Source: an optimization exercise on an open RTL-to-GDS flow (aim: small area, a short achievable clock period and few clock cycles per item). Production flows keep margins and buffers that such runs may drop.
Only the layout flow was run in this run; the RTL was not checked for function there.

==> flow/design.v <==
`timescale 1ns / 1ps
`default_nettype none
module rgb_to_hue_saturation_top (
    input  logic       i_clk,
    input  logic       i_rst_n,
    input  logic       i_valid,
    output logic       o_ready,
    input  logic [7:0] i_red,
    input  logic [7:0] i_green,
    input  logic [7:0] i_blue,
    output logic       o_valid,
    input  logic       i_ready,
    output logic [7:0] o_hue,
    output logic [7:0] o_saturation
);
    logic w_en;
    logic [9:0] r_vld;
    logic [0:0] w_c_rg_0;
    logic [0:0] w_c_rb_0;
    logic [0:0] w_c_gb_0;
    logic [0:0] w_rmx_0;
    logic [0:0] w_gmx_0;
    logic [0:0] w_bmx_0;
    logic [0:0] w_rmn_0;
    logic [0:0] w_gmn_0;
    logic [0:0] w_bmn_0;
    logic [0:0] w_odd_0;
    logic [2:0] w_j_0;
    logic [0:0] w_sar_0;
    logic [0:0] w_sag_0;
    logic [0:0] w_sab_0;
    logic [0:0] w_sbr_0;
    logic [0:0] w_sbg_0;
    logic [0:0] w_sbb_0;
    logic [7:0] r1_B;
    logic [7:0] r1_G;
    logic [7:0] r1_R;
    logic [0:0] r1_bmn;
    logic [0:0] r1_bmx;
    logic [0:0] r1_gmn;
    logic [0:0] r1_gmx;
    logic [2:0] r1_j;
    logic [0:0] r1_rmn;
    logic [0:0] r1_rmx;
    logic [0:0] r1_sab;
    logic [0:0] r1_sag;
    logic [0:0] r1_sar;
    logic [0:0] r1_sbb;
    logic [0:0] r1_sbg;
    logic [0:0] r1_sbr;
    logic [7:0] w_vmx_0;
    logic [7:0] w_vmn_0;
    logic [7:0] w_ra_0;
    logic [7:0] w_rb_0;
    logic [7:0] w_d_0;
    logic [7:0] w_rp_0;
    logic [7:0] w_mx_0;
    logic [2:0] w_cs_0;
    logic [2:0] w_ch_0;
    logic [2:0] r2_ch;
    logic [2:0] r2_cs;
    logic [7:0] r2_d;
    logic [2:0] r2_j;
    logic [7:0] r2_mx;
    logic [7:0] r2_rp;
    logic [0:0] w_hl1_0;
    logic [0:0] w_hl2_0;
    logic [0:0] w_hl3_0;
    logic [0:0] w_hl4_0;
    logic [0:0] w_hl5_0;
    logic [0:0] w_hl6_0;
    logic [8:0] w_hh9_0;
    logic [8:0] w_sh9_0;
    logic [9:0] w_hdf_0;
    logic [9:0] w_sdf_0;
    logic [0:0] w_hq7_0;
    logic [0:0] w_sq7_0;
    logic [7:0] w_hr7_0;
    logic [7:0] w_sr7_0;
    logic [8:0] w_hh9_1;
    logic [7:0] w_sr_0;
    logic [2:0] w_hm_0;
    logic [7:0] r3_d;
    logic [8:0] r3_hh9;
    logic [0:0] r3_hl1;
    logic [0:0] r3_hl2;
    logic [0:0] r3_hl3;
    logic [0:0] r3_hl4;
    logic [0:0] r3_hl5;
    logic [2:0] r3_hm;
    logic [2:0] r3_j;
    logic [7:0] r3_mx;
    logic [0:0] r3_sq7;
    logic [7:0] r3_sr;
    logic [8:0] w_sh9_1;
    logic [9:0] w_hdf_1;
    logic [9:0] w_sdf_1;
    logic [0:0] w_hq6_0;
    logic [0:0] w_sq6_0;
    logic [7:0] w_hr6_0;
    logic [7:0] w_sr6_0;
    logic [8:0] w_hh9_2;
    logic [7:0] w_sr_1;
    logic [0:0] w_hb6_0;
    logic [1:0] w_ha6_0;
    logic [2:0] w_hm_1;
    logic [7:0] r4_d;
    logic [8:0] r4_hh9;
    logic [0:0] r4_hl1;
    logic [0:0] r4_hl2;
    logic [0:0] r4_hl3;
    logic [0:0] r4_hl4;
    logic [2:0] r4_hm;
    logic [2:0] r4_j;
    logic [7:0] r4_mx;
    logic [0:0] r4_sq6;
    logic [0:0] r4_sq7;
    logic [7:0] r4_sr;
    logic [8:0] w_sh9_2;
    logic [9:0] w_hdf_2;
    logic [9:0] w_sdf_2;
    logic [0:0] w_hq5_0;
    logic [0:0] w_sq5_0;
    logic [7:0] w_hr5_0;
    logic [7:0] w_sr5_0;
    logic [8:0] w_hh9_3;
    logic [7:0] w_sr_2;
    logic [0:0] w_hb5_0;
    logic [1:0] w_ha5_0;
    logic [2:0] w_hm_2;
    logic [7:0] r5_d;
    logic [0:0] r5_hb5;
    logic [8:0] r5_hh9;
    logic [0:0] r5_hl1;
    logic [0:0] r5_hl2;
    logic [0:0] r5_hl3;
    logic [2:0] r5_hm;
    logic [2:0] r5_j;
    logic [7:0] r5_mx;
    logic [0:0] r5_sq5;
    logic [0:0] r5_sq6;
    logic [0:0] r5_sq7;
    logic [7:0] r5_sr;
    logic [8:0] w_sh9_3;
    logic [9:0] w_hdf_3;
    logic [9:0] w_sdf_3;
    logic [0:0] w_hq4_0;
    logic [0:0] w_sq4_0;
    logic [7:0] w_hr4_0;
    logic [7:0] w_sr4_0;
    logic [8:0] w_hh9_4;
    logic [7:0] w_sr_3;
    logic [0:0] w_hb4_0;
    logic [1:0] w_ha4_0;
    logic [2:0] w_hm_3;
    logic [7:0] r6_d;
    logic [0:0] r6_hb4;
    logic [0:0] r6_hb5;
    logic [8:0] r6_hh9;
    logic [0:0] r6_hl1;
    logic [0:0] r6_hl2;
    logic [2:0] r6_hm;
    logic [2:0] r6_j;
    logic [7:0] r6_mx;
    logic [0:0] r6_sq4;
    logic [0:0] r6_sq5;
    logic [0:0] r6_sq6;
    logic [0:0] r6_sq7;
    logic [7:0] r6_sr;
    logic [8:0] w_sh9_4;
    logic [9:0] w_hdf_4;
    logic [9:0] w_sdf_4;
    logic [0:0] w_hq3_0;
    logic [0:0] w_sq3_0;
    logic [7:0] w_hr3_0;
    logic [7:0] w_sr3_0;
    logic [8:0] w_hh9_5;
    logic [7:0] w_sr_4;
    logic [0:0] w_hb3_0;
    logic [1:0] w_ha3_0;
    logic [2:0] w_hm_4;
    logic [7:0] r7_d;
    logic [0:0] r7_hb3;
    logic [0:0] r7_hb4;
    logic [0:0] r7_hb5;
    logic [8:0] r7_hh9;
    logic [0:0] r7_hl1;
    logic [2:0] r7_hm;
    logic [2:0] r7_j;
    logic [7:0] r7_mx;
    logic [0:0] r7_sq3;
    logic [0:0] r7_sq4;
    logic [0:0] r7_sq5;
    logic [0:0] r7_sq6;
    logic [0:0] r7_sq7;
    logic [7:0] r7_sr;
    logic [8:0] w_sh9_5;
    logic [9:0] w_hdf_5;
    logic [9:0] w_sdf_5;
    logic [0:0] w_hq2_0;
    logic [0:0] w_sq2_0;
    logic [7:0] w_hr2_0;
    logic [7:0] w_sr2_0;
    logic [8:0] w_hh9_6;
    logic [7:0] w_sr_5;
    logic [0:0] w_hb2_0;
    logic [1:0] w_ha2_0;
    logic [2:0] w_hm_5;
    logic [7:0] r8_d;
    logic [0:0] r8_hb2;
    logic [0:0] r8_hb3;
    logic [0:0] r8_hb4;
    logic [0:0] r8_hb5;
    logic [8:0] r8_hh9;
    logic [2:0] r8_hm;
    logic [2:0] r8_j;
    logic [7:0] r8_mx;
    logic [0:0] r8_sq2;
    logic [0:0] r8_sq3;
    logic [0:0] r8_sq4;
    logic [0:0] r8_sq5;
    logic [0:0] r8_sq6;
    logic [0:0] r8_sq7;
    logic [7:0] r8_sr;
    logic [8:0] w_sh9_6;
    logic [9:0] w_hdf_6;
    logic [9:0] w_sdf_6;
    logic [0:0] w_hq1_0;
    logic [0:0] w_sq1_0;
    logic [7:0] w_hr1_0;
    logic [7:0] w_sr1_0;
    logic [8:0] w_hh9_7;
    logic [7:0] w_sr_6;
    logic [0:0] w_hb1_0;
    logic [1:0] w_ha1_0;
    logic [2:0] w_hm_6;
    logic [7:0] w_hB_0;
    logic [1:0] w_hmc_0;
    logic [2:0] w_hn0_0;
    logic [0:0] w_hp0_0;
    logic [2:0] w_hw0_0;
    logic [2:0] w_hx00_0;
    logic [0:0] w_hc00_0;
    logic [7:0] w_hy00_0;
    logic [2:0] w_hx01_0;
    logic [0:0] w_hc01_0;
    logic [7:0] w_hy01_0;
    logic [2:0] w_hn1_0;
    logic [0:0] w_hp1_0;
    logic [2:0] w_hw1_0;
    logic [2:0] w_hx10_0;
    logic [0:0] w_hc10_0;
    logic [7:0] w_hy10_0;
    logic [2:0] w_hx11_0;
    logic [0:0] w_hc11_0;
    logic [7:0] w_hy11_0;
    logic [7:0] w_hu0_0;
    logic [7:0] w_hu1_0;
    logic [7:0] r9_d;
    logic [8:0] r9_hh9;
    logic [7:0] r9_hu0;
    logic [7:0] r9_hu1;
    logic [7:0] r9_mx;
    logic [0:0] r9_sq1;
    logic [0:0] r9_sq2;
    logic [0:0] r9_sq3;
    logic [0:0] r9_sq4;
    logic [0:0] r9_sq5;
    logic [0:0] r9_sq6;
    logic [0:0] r9_sq7;
    logic [7:0] r9_sr;
    logic [8:0] w_sh9_7;
    logic [9:0] w_hdf_7;
    logic [9:0] w_sdf_7;
    logic [0:0] w_hq0_0;
    logic [0:0] w_sq0_0;
    logic [0:0] w_z_0;
    logic [7:0] w_hue_0;
    logic [7:0] w_sat_0;
    logic [7:0] r10_hue;
    logic [7:0] r10_sat;
    assign w_en    = !r_vld[9] || i_ready;
    assign o_ready = w_en;
    assign w_c_rg_0 = i_red >= i_green;
    assign w_c_rb_0 = i_red >= i_blue;
    assign w_c_gb_0 = i_green >= i_blue;
    assign w_rmx_0 = w_c_rg_0 & w_c_rb_0;
    assign w_gmx_0 = !w_c_rg_0 & w_c_gb_0;
    assign w_bmx_0 = !w_c_rb_0 & !w_c_gb_0;
    assign w_rmn_0 = !w_c_rg_0 & !w_c_rb_0;
    assign w_gmn_0 = w_c_rg_0 & !w_c_gb_0;
    assign w_bmn_0 = w_c_rb_0 & w_c_gb_0;
    assign w_odd_0 = w_rmx_0 ? !w_c_gb_0 : (w_gmx_0 ? w_c_rb_0 : !w_c_rg_0);
    assign w_j_0 = w_rmx_0 ? (w_c_gb_0 ? 3'd0 : 3'd5) : (w_gmx_0 ? (w_c_rb_0 ? 3'd1 : 3'd2) : (w_c_rg_0 ? 3'd4 : 3'd3));
    assign w_sar_0 = w_odd_0 ? w_rmx_0 : (!w_rmx_0 & !w_rmn_0);
    assign w_sag_0 = w_odd_0 ? w_gmx_0 : (!w_gmx_0 & !w_gmn_0);
    assign w_sab_0 = w_odd_0 ? w_bmx_0 : (!w_bmx_0 & !w_bmn_0);
    assign w_sbr_0 = w_odd_0 ? (!w_rmx_0 & !w_rmn_0) : w_rmn_0;
    assign w_sbg_0 = w_odd_0 ? (!w_gmx_0 & !w_gmn_0) : w_gmn_0;
    assign w_sbb_0 = w_odd_0 ? (!w_bmx_0 & !w_bmn_0) : w_bmn_0;
    assign w_vmx_0 = (r1_rmx ? r1_R : 8'd0) | (r1_gmx ? r1_G : 8'd0) | (r1_bmx ? r1_B : 8'd0);
    assign w_vmn_0 = (r1_rmn ? r1_R : 8'd0) | (r1_gmn ? r1_G : 8'd0) | (r1_bmn ? r1_B : 8'd0);
    assign w_ra_0 = (r1_sar ? r1_R : 8'd0) | (r1_sag ? r1_G : 8'd0) | (r1_sab ? r1_B : 8'd0);
    assign w_rb_0 = (r1_sbr ? r1_R : 8'd0) | (r1_sbg ? r1_G : 8'd0) | (r1_sbb ? r1_B : 8'd0);
    assign w_d_0 = w_vmx_0 - w_vmn_0;
    assign w_rp_0 = w_ra_0 - w_rb_0;
    assign w_mx_0 = w_vmx_0 | {7'b0, (w_vmx_0 == 8'd0)};
    assign w_cs_0 = 3'(w_d_0[7:6]) + 3'(w_vmx_0[5:0] != w_vmn_0[5:0]);
    assign w_ch_0 = 3'(w_rp_0[7:6]) + 3'(w_ra_0[5:0] != w_rb_0[5:0]);
    assign w_hl1_0 = r2_rp[0];
    assign w_hl2_0 = r2_rp[1] ^ (|r2_rp[0:0]);
    assign w_hl3_0 = r2_rp[2] ^ (|r2_rp[1:0]);
    assign w_hl4_0 = r2_rp[3] ^ (|r2_rp[2:0]);
    assign w_hl5_0 = r2_rp[4] ^ (|r2_rp[3:0]);
    assign w_hl6_0 = r2_rp[5] ^ (|r2_rp[4:0]);
    assign w_hh9_0 = {r2_rp, 1'b0} - 9'(r2_ch);
    assign w_sh9_0 = {r2_d, 1'b0} - 9'(r2_cs);
    assign w_hdf_0 = {1'b0, r2_rp, 1'b0} - {2'b0, r2_d} - 10'(r2_ch);
    assign w_sdf_0 = {1'b0, r2_d, 1'b0} - {2'b0, r2_mx} - 10'(r2_cs);
    assign w_hq7_0 = !w_hdf_0[9];
    assign w_sq7_0 = !w_sdf_0[9];
    assign w_hr7_0 = w_hdf_0[9] ? w_hh9_0[7:0] : w_hdf_0[7:0];
    assign w_sr7_0 = w_sdf_0[9] ? w_sh9_0[7:0] : w_sdf_0[7:0];
    assign w_hh9_1 = {w_hr7_0, w_hl6_0};
    assign w_sr_0 = w_sr7_0;
    assign w_hm_0 = {2'b0, w_hq7_0};
    assign w_sh9_1 = {r3_sr, (r3_d[5] ^ (|r3_d[4:0]))};
    assign w_hdf_1 = {1'b0, r3_hh9} - {2'b0, r3_d};
    assign w_sdf_1 = {1'b0, w_sh9_1} - {2'b0, r3_mx};
    assign w_hq6_0 = !w_hdf_1[9];
    assign w_sq6_0 = !w_sdf_1[9];
    assign w_hr6_0 = w_hdf_1[9] ? r3_hh9[7:0] : w_hdf_1[7:0];
    assign w_sr6_0 = w_sdf_1[9] ? w_sh9_1[7:0] : w_sdf_1[7:0];
    assign w_hh9_2 = {w_hr6_0, r3_hl5};
    assign w_sr_1 = w_sr6_0;
    assign w_hb6_0 = r3_hm >= 3'd3;
    assign w_ha6_0 = 2'(w_hb6_0 ? r3_hm - 3'd3 : r3_hm);
    assign w_hm_1 = {w_ha6_0, w_hq6_0};
    assign w_sh9_2 = {r4_sr, (r4_d[4] ^ (|r4_d[3:0]))};
    assign w_hdf_2 = {1'b0, r4_hh9} - {2'b0, r4_d};
    assign w_sdf_2 = {1'b0, w_sh9_2} - {2'b0, r4_mx};
    assign w_hq5_0 = !w_hdf_2[9];
    assign w_sq5_0 = !w_sdf_2[9];
    assign w_hr5_0 = w_hdf_2[9] ? r4_hh9[7:0] : w_hdf_2[7:0];
    assign w_sr5_0 = w_sdf_2[9] ? w_sh9_2[7:0] : w_sdf_2[7:0];
    assign w_hh9_3 = {w_hr5_0, r4_hl4};
    assign w_sr_2 = w_sr5_0;
    assign w_hb5_0 = r4_hm >= 3'd3;
    assign w_ha5_0 = 2'(w_hb5_0 ? r4_hm - 3'd3 : r4_hm);
    assign w_hm_2 = {w_ha5_0, w_hq5_0};
    assign w_sh9_3 = {r5_sr, (r5_d[3] ^ (|r5_d[2:0]))};
    assign w_hdf_3 = {1'b0, r5_hh9} - {2'b0, r5_d};
    assign w_sdf_3 = {1'b0, w_sh9_3} - {2'b0, r5_mx};
    assign w_hq4_0 = !w_hdf_3[9];
    assign w_sq4_0 = !w_sdf_3[9];
    assign w_hr4_0 = w_hdf_3[9] ? r5_hh9[7:0] : w_hdf_3[7:0];
    assign w_sr4_0 = w_sdf_3[9] ? w_sh9_3[7:0] : w_sdf_3[7:0];
    assign w_hh9_4 = {w_hr4_0, r5_hl3};
    assign w_sr_3 = w_sr4_0;
    assign w_hb4_0 = r5_hm >= 3'd3;
    assign w_ha4_0 = 2'(w_hb4_0 ? r5_hm - 3'd3 : r5_hm);
    assign w_hm_3 = {w_ha4_0, w_hq4_0};
    assign w_sh9_4 = {r6_sr, (r6_d[2] ^ (|r6_d[1:0]))};
    assign w_hdf_4 = {1'b0, r6_hh9} - {2'b0, r6_d};
    assign w_sdf_4 = {1'b0, w_sh9_4} - {2'b0, r6_mx};
    assign w_hq3_0 = !w_hdf_4[9];
    assign w_sq3_0 = !w_sdf_4[9];
    assign w_hr3_0 = w_hdf_4[9] ? r6_hh9[7:0] : w_hdf_4[7:0];
    assign w_sr3_0 = w_sdf_4[9] ? w_sh9_4[7:0] : w_sdf_4[7:0];
    assign w_hh9_5 = {w_hr3_0, r6_hl2};
    assign w_sr_4 = w_sr3_0;
    assign w_hb3_0 = r6_hm >= 3'd3;
    assign w_ha3_0 = 2'(w_hb3_0 ? r6_hm - 3'd3 : r6_hm);
    assign w_hm_4 = {w_ha3_0, w_hq3_0};
    assign w_sh9_5 = {r7_sr, (r7_d[1] ^ (|r7_d[0:0]))};
    assign w_hdf_5 = {1'b0, r7_hh9} - {2'b0, r7_d};
    assign w_sdf_5 = {1'b0, w_sh9_5} - {2'b0, r7_mx};
    assign w_hq2_0 = !w_hdf_5[9];
    assign w_sq2_0 = !w_sdf_5[9];
    assign w_hr2_0 = w_hdf_5[9] ? r7_hh9[7:0] : w_hdf_5[7:0];
    assign w_sr2_0 = w_sdf_5[9] ? w_sh9_5[7:0] : w_sdf_5[7:0];
    assign w_hh9_6 = {w_hr2_0, r7_hl1};
    assign w_sr_5 = w_sr2_0;
    assign w_hb2_0 = r7_hm >= 3'd3;
    assign w_ha2_0 = 2'(w_hb2_0 ? r7_hm - 3'd3 : r7_hm);
    assign w_hm_5 = {w_ha2_0, w_hq2_0};
    assign w_sh9_6 = {r8_sr, r8_d[0]};
    assign w_hdf_6 = {1'b0, r8_hh9} - {2'b0, r8_d};
    assign w_sdf_6 = {1'b0, w_sh9_6} - {2'b0, r8_mx};
    assign w_hq1_0 = !w_hdf_6[9];
    assign w_sq1_0 = !w_sdf_6[9];
    assign w_hr1_0 = w_hdf_6[9] ? r8_hh9[7:0] : w_hdf_6[7:0];
    assign w_sr1_0 = w_sdf_6[9] ? w_sh9_6[7:0] : w_sdf_6[7:0];
    assign w_hh9_7 = {w_hr1_0, 1'b0};
    assign w_sr_6 = w_sr1_0;
    assign w_hb1_0 = r8_hm >= 3'd3;
    assign w_ha1_0 = 2'(w_hb1_0 ? r8_hm - 3'd3 : r8_hm);
    assign w_hm_6 = {w_ha1_0, w_hq1_0};
    assign w_hB_0 = (r8_j == 3'd0 ? 8'd0 : r8_j == 3'd1 ? 8'd42 : r8_j == 3'd2 ? 8'd85 : r8_j == 3'd3 ? 8'd127 : r8_j == 3'd4 ? 8'd169 : 8'd212) + {2'b0, r8_hb5, r8_hb4, r8_hb3, r8_hb2, w_hb1_0, 1'b0};
    assign w_hmc_0 = (r8_j == 3'd1 || r8_j == 3'd4) ? 2'd2 : (r8_j == 3'd2 || r8_j == 3'd5) ? 2'd1 : 2'd0;
    assign w_hn0_0 = {w_ha1_0, 1'b0};
    assign w_hp0_0 = w_hn0_0 >= 3'd3;
    assign w_hw0_0 = 3'(w_hp0_0 ? {w_hn0_0, 1'b0} - 4'd6 : {w_hn0_0, 1'b0});
    assign w_hx00_0 = w_hw0_0 + 3'd0;
    assign w_hc00_0 = w_hmc_0 == 2'd2 ? (w_hx00_0 >= 3'd1) : w_hmc_0 == 2'd1 ? (w_hx00_0 >= 3'd5) : (w_hx00_0 >= 3'd3);
    assign w_hy00_0 = w_hB_0 + 8'(w_hp0_0) + 8'(w_hc00_0);
    assign w_hx01_0 = w_hw0_0 + 3'd1;
    assign w_hc01_0 = w_hmc_0 == 2'd2 ? (w_hx01_0 >= 3'd1) : w_hmc_0 == 2'd1 ? (w_hx01_0 >= 3'd5) : (w_hx01_0 >= 3'd3);
    assign w_hy01_0 = w_hB_0 + 8'(w_hp0_0) + 8'(w_hc01_0);
    assign w_hn1_0 = {w_ha1_0, 1'b1};
    assign w_hp1_0 = w_hn1_0 >= 3'd3;
    assign w_hw1_0 = 3'(w_hp1_0 ? {w_hn1_0, 1'b0} - 4'd6 : {w_hn1_0, 1'b0});
    assign w_hx10_0 = w_hw1_0 + 3'd0;
    assign w_hc10_0 = w_hmc_0 == 2'd2 ? (w_hx10_0 >= 3'd1) : w_hmc_0 == 2'd1 ? (w_hx10_0 >= 3'd5) : (w_hx10_0 >= 3'd3);
    assign w_hy10_0 = w_hB_0 + 8'(w_hp1_0) + 8'(w_hc10_0);
    assign w_hx11_0 = w_hw1_0 + 3'd1;
    assign w_hc11_0 = w_hmc_0 == 2'd2 ? (w_hx11_0 >= 3'd1) : w_hmc_0 == 2'd1 ? (w_hx11_0 >= 3'd5) : (w_hx11_0 >= 3'd3);
    assign w_hy11_0 = w_hB_0 + 8'(w_hp1_0) + 8'(w_hc11_0);
    assign w_hu0_0 = w_hq1_0 ? w_hy10_0 : w_hy00_0;
    assign w_hu1_0 = w_hq1_0 ? w_hy11_0 : w_hy01_0;
    assign w_sh9_7 = {r9_sr, 1'b0};
    assign w_hdf_7 = {1'b0, r9_hh9} - {2'b0, r9_d};
    assign w_sdf_7 = {1'b0, w_sh9_7} - {2'b0, r9_mx};
    assign w_hq0_0 = !w_hdf_7[9];
    assign w_sq0_0 = !w_sdf_7[9];
    assign w_z_0 = r9_d == 8'd0;
    assign w_hue_0 = w_z_0 ? 8'd0 : (w_hq0_0 ? r9_hu1 : r9_hu0);
    assign w_sat_0 = {r9_sq7, r9_sq6, r9_sq5, r9_sq4, r9_sq3, r9_sq2, r9_sq1, w_sq0_0};
    always_ff @(posedge i_clk) begin
        if (!i_rst_n) begin
            r_vld <= '0;
        end else if (w_en) begin
            r_vld <= {r_vld[8:0], i_valid};
        end
    end
    always_ff @(posedge i_clk) begin
        if (w_en) begin
            r1_B <= i_blue;
            r1_G <= i_green;
            r1_R <= i_red;
            r1_bmn <= w_bmn_0;
            r1_bmx <= w_bmx_0;
            r1_gmn <= w_gmn_0;
            r1_gmx <= w_gmx_0;
            r1_j <= w_j_0;
            r1_rmn <= w_rmn_0;
            r1_rmx <= w_rmx_0;
            r1_sab <= w_sab_0;
            r1_sag <= w_sag_0;
            r1_sar <= w_sar_0;
            r1_sbb <= w_sbb_0;
            r1_sbg <= w_sbg_0;
            r1_sbr <= w_sbr_0;
            r2_ch <= w_ch_0;
            r2_cs <= w_cs_0;
            r2_d <= w_d_0;
            r2_j <= r1_j;
            r2_mx <= w_mx_0;
            r2_rp <= w_rp_0;
            r3_d <= r2_d;
            r3_hh9 <= w_hh9_1;
            r3_hl1 <= w_hl1_0;
            r3_hl2 <= w_hl2_0;
            r3_hl3 <= w_hl3_0;
            r3_hl4 <= w_hl4_0;
            r3_hl5 <= w_hl5_0;
            r3_hm <= w_hm_0;
            r3_j <= r2_j;
            r3_mx <= r2_mx;
            r3_sq7 <= w_sq7_0;
            r3_sr <= w_sr_0;
            r4_d <= r3_d;
            r4_hh9 <= w_hh9_2;
            r4_hl1 <= r3_hl1;
            r4_hl2 <= r3_hl2;
            r4_hl3 <= r3_hl3;
            r4_hl4 <= r3_hl4;
            r4_hm <= w_hm_1;
            r4_j <= r3_j;
            r4_mx <= r3_mx;
            r4_sq6 <= w_sq6_0;
            r4_sq7 <= r3_sq7;
            r4_sr <= w_sr_1;
            r5_d <= r4_d;
            r5_hb5 <= w_hb5_0;
            r5_hh9 <= w_hh9_3;
            r5_hl1 <= r4_hl1;
            r5_hl2 <= r4_hl2;
            r5_hl3 <= r4_hl3;
            r5_hm <= w_hm_2;
            r5_j <= r4_j;
            r5_mx <= r4_mx;
            r5_sq5 <= w_sq5_0;
            r5_sq6 <= r4_sq6;
            r5_sq7 <= r4_sq7;
            r5_sr <= w_sr_2;
            r6_d <= r5_d;
            r6_hb4 <= w_hb4_0;
            r6_hb5 <= r5_hb5;
            r6_hh9 <= w_hh9_4;
            r6_hl1 <= r5_hl1;
            r6_hl2 <= r5_hl2;
            r6_hm <= w_hm_3;
            r6_j <= r5_j;
            r6_mx <= r5_mx;
            r6_sq4 <= w_sq4_0;
            r6_sq5 <= r5_sq5;
            r6_sq6 <= r5_sq6;
            r6_sq7 <= r5_sq7;
            r6_sr <= w_sr_3;
            r7_d <= r6_d;
            r7_hb3 <= w_hb3_0;
            r7_hb4 <= r6_hb4;
            r7_hb5 <= r6_hb5;
            r7_hh9 <= w_hh9_5;
            r7_hl1 <= r6_hl1;
            r7_hm <= w_hm_4;
            r7_j <= r6_j;
            r7_mx <= r6_mx;
            r7_sq3 <= w_sq3_0;
            r7_sq4 <= r6_sq4;
            r7_sq5 <= r6_sq5;
            r7_sq6 <= r6_sq6;
            r7_sq7 <= r6_sq7;
            r7_sr <= w_sr_4;
            r8_d <= r7_d;
            r8_hb2 <= w_hb2_0;
            r8_hb3 <= r7_hb3;
            r8_hb4 <= r7_hb4;
            r8_hb5 <= r7_hb5;
            r8_hh9 <= w_hh9_6;
            r8_hm <= w_hm_5;
            r8_j <= r7_j;
            r8_mx <= r7_mx;
            r8_sq2 <= w_sq2_0;
            r8_sq3 <= r7_sq3;
            r8_sq4 <= r7_sq4;
            r8_sq5 <= r7_sq5;
            r8_sq6 <= r7_sq6;
            r8_sq7 <= r7_sq7;
            r8_sr <= w_sr_5;
            r9_d <= r8_d;
            r9_hh9 <= w_hh9_7;
            r9_hu0 <= w_hu0_0;
            r9_hu1 <= w_hu1_0;
            r9_mx <= r8_mx;
            r9_sq1 <= w_sq1_0;
            r9_sq2 <= r8_sq2;
            r9_sq3 <= r8_sq3;
            r9_sq4 <= r8_sq4;
            r9_sq5 <= r8_sq5;
            r9_sq6 <= r8_sq6;
            r9_sq7 <= r8_sq7;
            r9_sr <= w_sr_6;
            r10_hue <= w_hue_0;
            r10_sat <= w_sat_0;
        end
    end
    assign o_valid      = r_vld[9];
    assign o_hue        = r10_hue;
    assign o_saturation = r10_sat;
endmodule
`default_nettype wire
==> flow/run.sh <==
#!/bin/bash
# synth_recipe.tcl (not shown) runs the flow's synth.tcl, then flattens the netlist and writes it again
# the make line also repeats each setting of config.mk as NAME=value (left out here)
make -C /OpenROAD-flow-scripts/flow DESIGN_CONFIG=/design/flow/config.mk WORK_HOME=/design/flow/orfs CLKGATE_MAP_FILE= SYNTH_SCRIPT=/design/flow/synth_recipe.tcl finish
==> flow/config.mk <==
export PLATFORM = sky130hd
export DESIGN_NAME = rgb_to_hue_saturation_top
export DESIGN_NICKNAME = rgb_to_hue_saturation_top
export VERILOG_FILES = /design/flow/design.v
export SDC_FILE = /design/flow/constraint.sdc
export NUM_CORES = 4
export LEC_CHECK = 0
export CAP_MARGIN = 20
export CORE_MARGIN = 2
export CORE_UTILIZATION = 40
export CTS_BUF_LIST = sky130_fd_sc_hd__clkbuf_4 sky130_fd_sc_hd__clkbuf_8
export CTS_CLUSTER_DIAMETER = 80
export CTS_CLUSTER_SIZE = 20
export SETUP_SLACK_MARGIN = 2.6
export SLEW_MARGIN = 20
==> flow/constraint.sdc <==
create_clock -name core_clock -period 5.5 [get_ports {i_clk}]
set_input_delay 1.1000 -clock core_clock [delete_from_list [all_inputs] [get_ports {i_clk}]]
set_output_delay 1.1000 -clock core_clock [all_outputs]
set_load 0.01 [all_outputs]
==> run notes <==
[per-layer routing]
layer	wire [um]	global-route usage, %	vias up
li1	-	-	7033
met1	16900	15.4	6730
met2	21900	26.2	211
met3	1200	1.72	93
met4	1550	5.54	0
met5	0	0	-
[state kept, by name, indices dropped and copies added, names as in the netlist, 9 cells and up]
| signal | count |
|---|---|
| r_vld | 10 |
| r3_hh9 | 9 |
| r4_hh9 | 9 |
| r5_hh9 | 9 |
| r6_hh9 | 9 |
| r7_hh9 | 9 |
| r8_hh9 | 9 |
[worst paths after layout]
| kind | start | endpoint | slack, ps | cells after the start |
|---|---|---|---|---|
| worst max-delay path | r1_gmx$_DFFE_PP_ | r2_cs[1]$_DFFE_PP_ | 2380 | 12 |
| worst min-delay path | r2_j[1]$_DFFE_PP_ | r3_j[1]$_DFFE_PP_ | 420 | 0 |
| worst max register to register | r1_gmx$_DFFE_PP_ | r2_cs[1]$_DFFE_PP_ | 2380 | 12 |
| worst min register to register | r2_j[1]$_DFFE_PP_ | r3_j[1]$_DFFE_PP_ | 420 | 0 |
[what timing repair did]
item,in CTS,in global routing
resized for setup,107,97
pin swaps,60,83
setup buffers,68,37
cloned,4,1
setup endpoints to repair,129,106
[cells by family after synthesis]
family          synth area share, %
buf+inv                        4.00
flops                          55.4
xor+xnor                       4.31
fa+ha+maj                      13.5
simple gates                   7.68
mux                            4.55
compound gates                 10.6
[final cells by class]
type | count | area (um2) | area share, %
clock buffers | 33 | 442 | 1.63
inverters | 220 | 862 | 3.19
multi-input cells | 1156 | 10400 | 38.5
diodes | 1 | 2.50 | 0.00926
flip-flops and latches | 430 | 12800 | 47.4
repair inverters | 3 | 48.8 | 0.181
repair buffers | 155 | 1320 | 4.89
well taps | 765 | 957 | 3.54
clock inverters | 16 | 169 | 0.625
[critical path: cells and delay by family (launching register included)]
kind	cells	cell delay, ps
AO/OA/AOI/OAI	5	1030
buffers and inverters	2	230
XOR/XNOR	1	170
flip-flops	1	510
adder cells (fa/ha/maj)	4	940
[layout by cell type, fill, tap and decap left out, types with 8 or more instances in the layout]
master           Yosys  layout
edfxtp_1           420     420
inv_1              219     208
ha_1               216     181
buf_4                0      99
nor2_1              94      87
nand2_1             88      80
o21ai_0             91      78
xnor2_1             77      74
mux2_2              63      60
a21oi_1             69      56
nand2b_1            44      42
mux2i_1             32      32
nor2b_1             34      31
xor2_1              33      31
clkbuf_8             0      31
a21o_1              28      28
a211oi_1            29      27
a222oi_1            26      26
ha_4                 0      25
nor3_1              24      22
o21a_1              21      21
clkdlybuf4s50_1      0      21
o211ai_1            16      16
fa_1                21      16
dlygate4sd2_1        0      16
a21oi_2              2      14
o21ai_2              2      14
a21boi_0            12      12
nor4b_1             13      11
ha_2                 0      10
dfxtp_1             10      10
inv_2                0       9
nand3_1             19       9
buf_6                0       9
nand2_2              0       8
==> results.yml <==
outcome:
  status: "complete, no violations"
place:
  place_ws_ps: 1240
  placed_cells_incl_taps: 2618
  port_buffers: 45
  routabilityCongestion: 0.819
  place_area_um2: 24700
  dp_hpwl_um: 27500
worst_setup_path:
  crit_path_start_kind: "flip-flop"
  cp.required_ps: 5920
  crit_type: "flip-flop to flip-flop"
  crit_chain: "buf_4, a222oi_1, ha_2, fa_2, inv_2, a21o_1, a21oi_2, o21bai_1, a21oi_1, xnor2_1, ha_2, ha_4"
  cp_max_fo: 3
  cpPeakStageDelay_ps: 510
  slowest_stage: "edfxtp_1"
  cp.arrival_ps: 3540
  end_kind: "flip-flop"
  cpMostUsedCell: "ha_2"
sta:
  tightestPinTransition_ps: 873
  period_needed_ps: 3120
  timing.final.crit_share_pct: 56.7
  relSlewSlack_pct: 41.8
  hold_viol: 0
  slew_viol_final: 0
  setup_slack_ps: 2380
  setup_viol_count_final: 0
  fin_skew_ps: 16.3
  rsz0062_at_grt: "true"
  tns_ps: 0
  whs_ps: 419
  fmax_ghz: 0.321
synth:
  ys_types: 70
  synthTopCellsByArea: "edfxtp_1, ha_1, inv_1"
  ys_seq_area_share_pct: 55.4
  ys_warn_count: 1
  ys_seq_elements: 430
  ys_async_sr_fraction_pct: 0
  synth_edf_count: 420
  netlist_area_um2: 23100
  avgSynthCellArea_um2: 12.7
  synth_commonest_cells: "edfxtp_1, inv_1, ha_1"
  yosys.area.top_type: "edfxtp_1"
  synth_top_area_share_pct: 54.5
  synthesis.nets: 2093
  synth_ff_type: "edfxtp_1"
  yosysMostFrequentCell: "edfxtp_1"
  syn_inst: 1828
die:
  start_util_pct: 40.2
  die-area_um2: 59800
  die_h_um: 244
  die_w_um: 244
  core_area_um2: 57500
  rows: 88
  io_pins: 46
route:
  firstDrtPassIters: 8
  drt-vias-per-instance: 5.06
  num_vias: 14100
  drt_iter0_drc: 640
  wl_per_cell_um: 14.9
  drc: 0
  postRouteAntennaNets: 0
  routed_wl_um: 41500
cells_and_area:
  nets: 2261
  stdcell_count: 2779
  final_area_um2: 27000
  syn_to_final_growth_pct: 16.9
  fin_util_pct: 47.0
  layout-drive-gt1-share_pct: 19.8
  fillers: 5093
global_route:
  grt_pass1_vias: 14500
  grt_max_degree: 205
  grt_pass1_wl_um: 68400
  antenna_found_initial: 1
  overflow: 0
  grt_use_total_pct: 13.7
clock_tree:
  cts_root_buf: "clkbuf_8"
  clk_latency_ps: 650
  cts_sinks: 430
  cts_inserted_buffers: 30
  cts_hold_buf: 0
  cts_tree: "yes"
  htreeDepth: 1
  clk_transition_reported_paths_ps: 120
  cts_max_path_buffers: 3
hold_path:
  hold_path_class: "flip-flop to flip-flop"
run:
  max-cap-violations: 0

==> static timing again, ports no longer ideal <==
The flow's constraints put no driver on any port. The routed layout listed below was extracted and timed again, unchanged, in two steps. Step 1, drivers: a clkbuf_16 drives i_clk and a buf_2 each remaining input, both assumed. Step 2 times the ports against the registers' clock, not the clock port: input delays grow and output delays shrink by t, the midpoint of the rising clock arrivals with the driver on. Slacks: ideal ports / drivers / drivers and shift; pairs: ideal ports / drivers.
t (ns): 0.702
setup WS [ns]: 2.382 / 2.382 / 1.964
worst hold slack (ns): 0.419 / 0.419 / 0.419
After both steps this run still meets setup and hold. For this run, drivers alone change the setup slack by 0.000 ns; drivers and shift together by -0.418 ns.
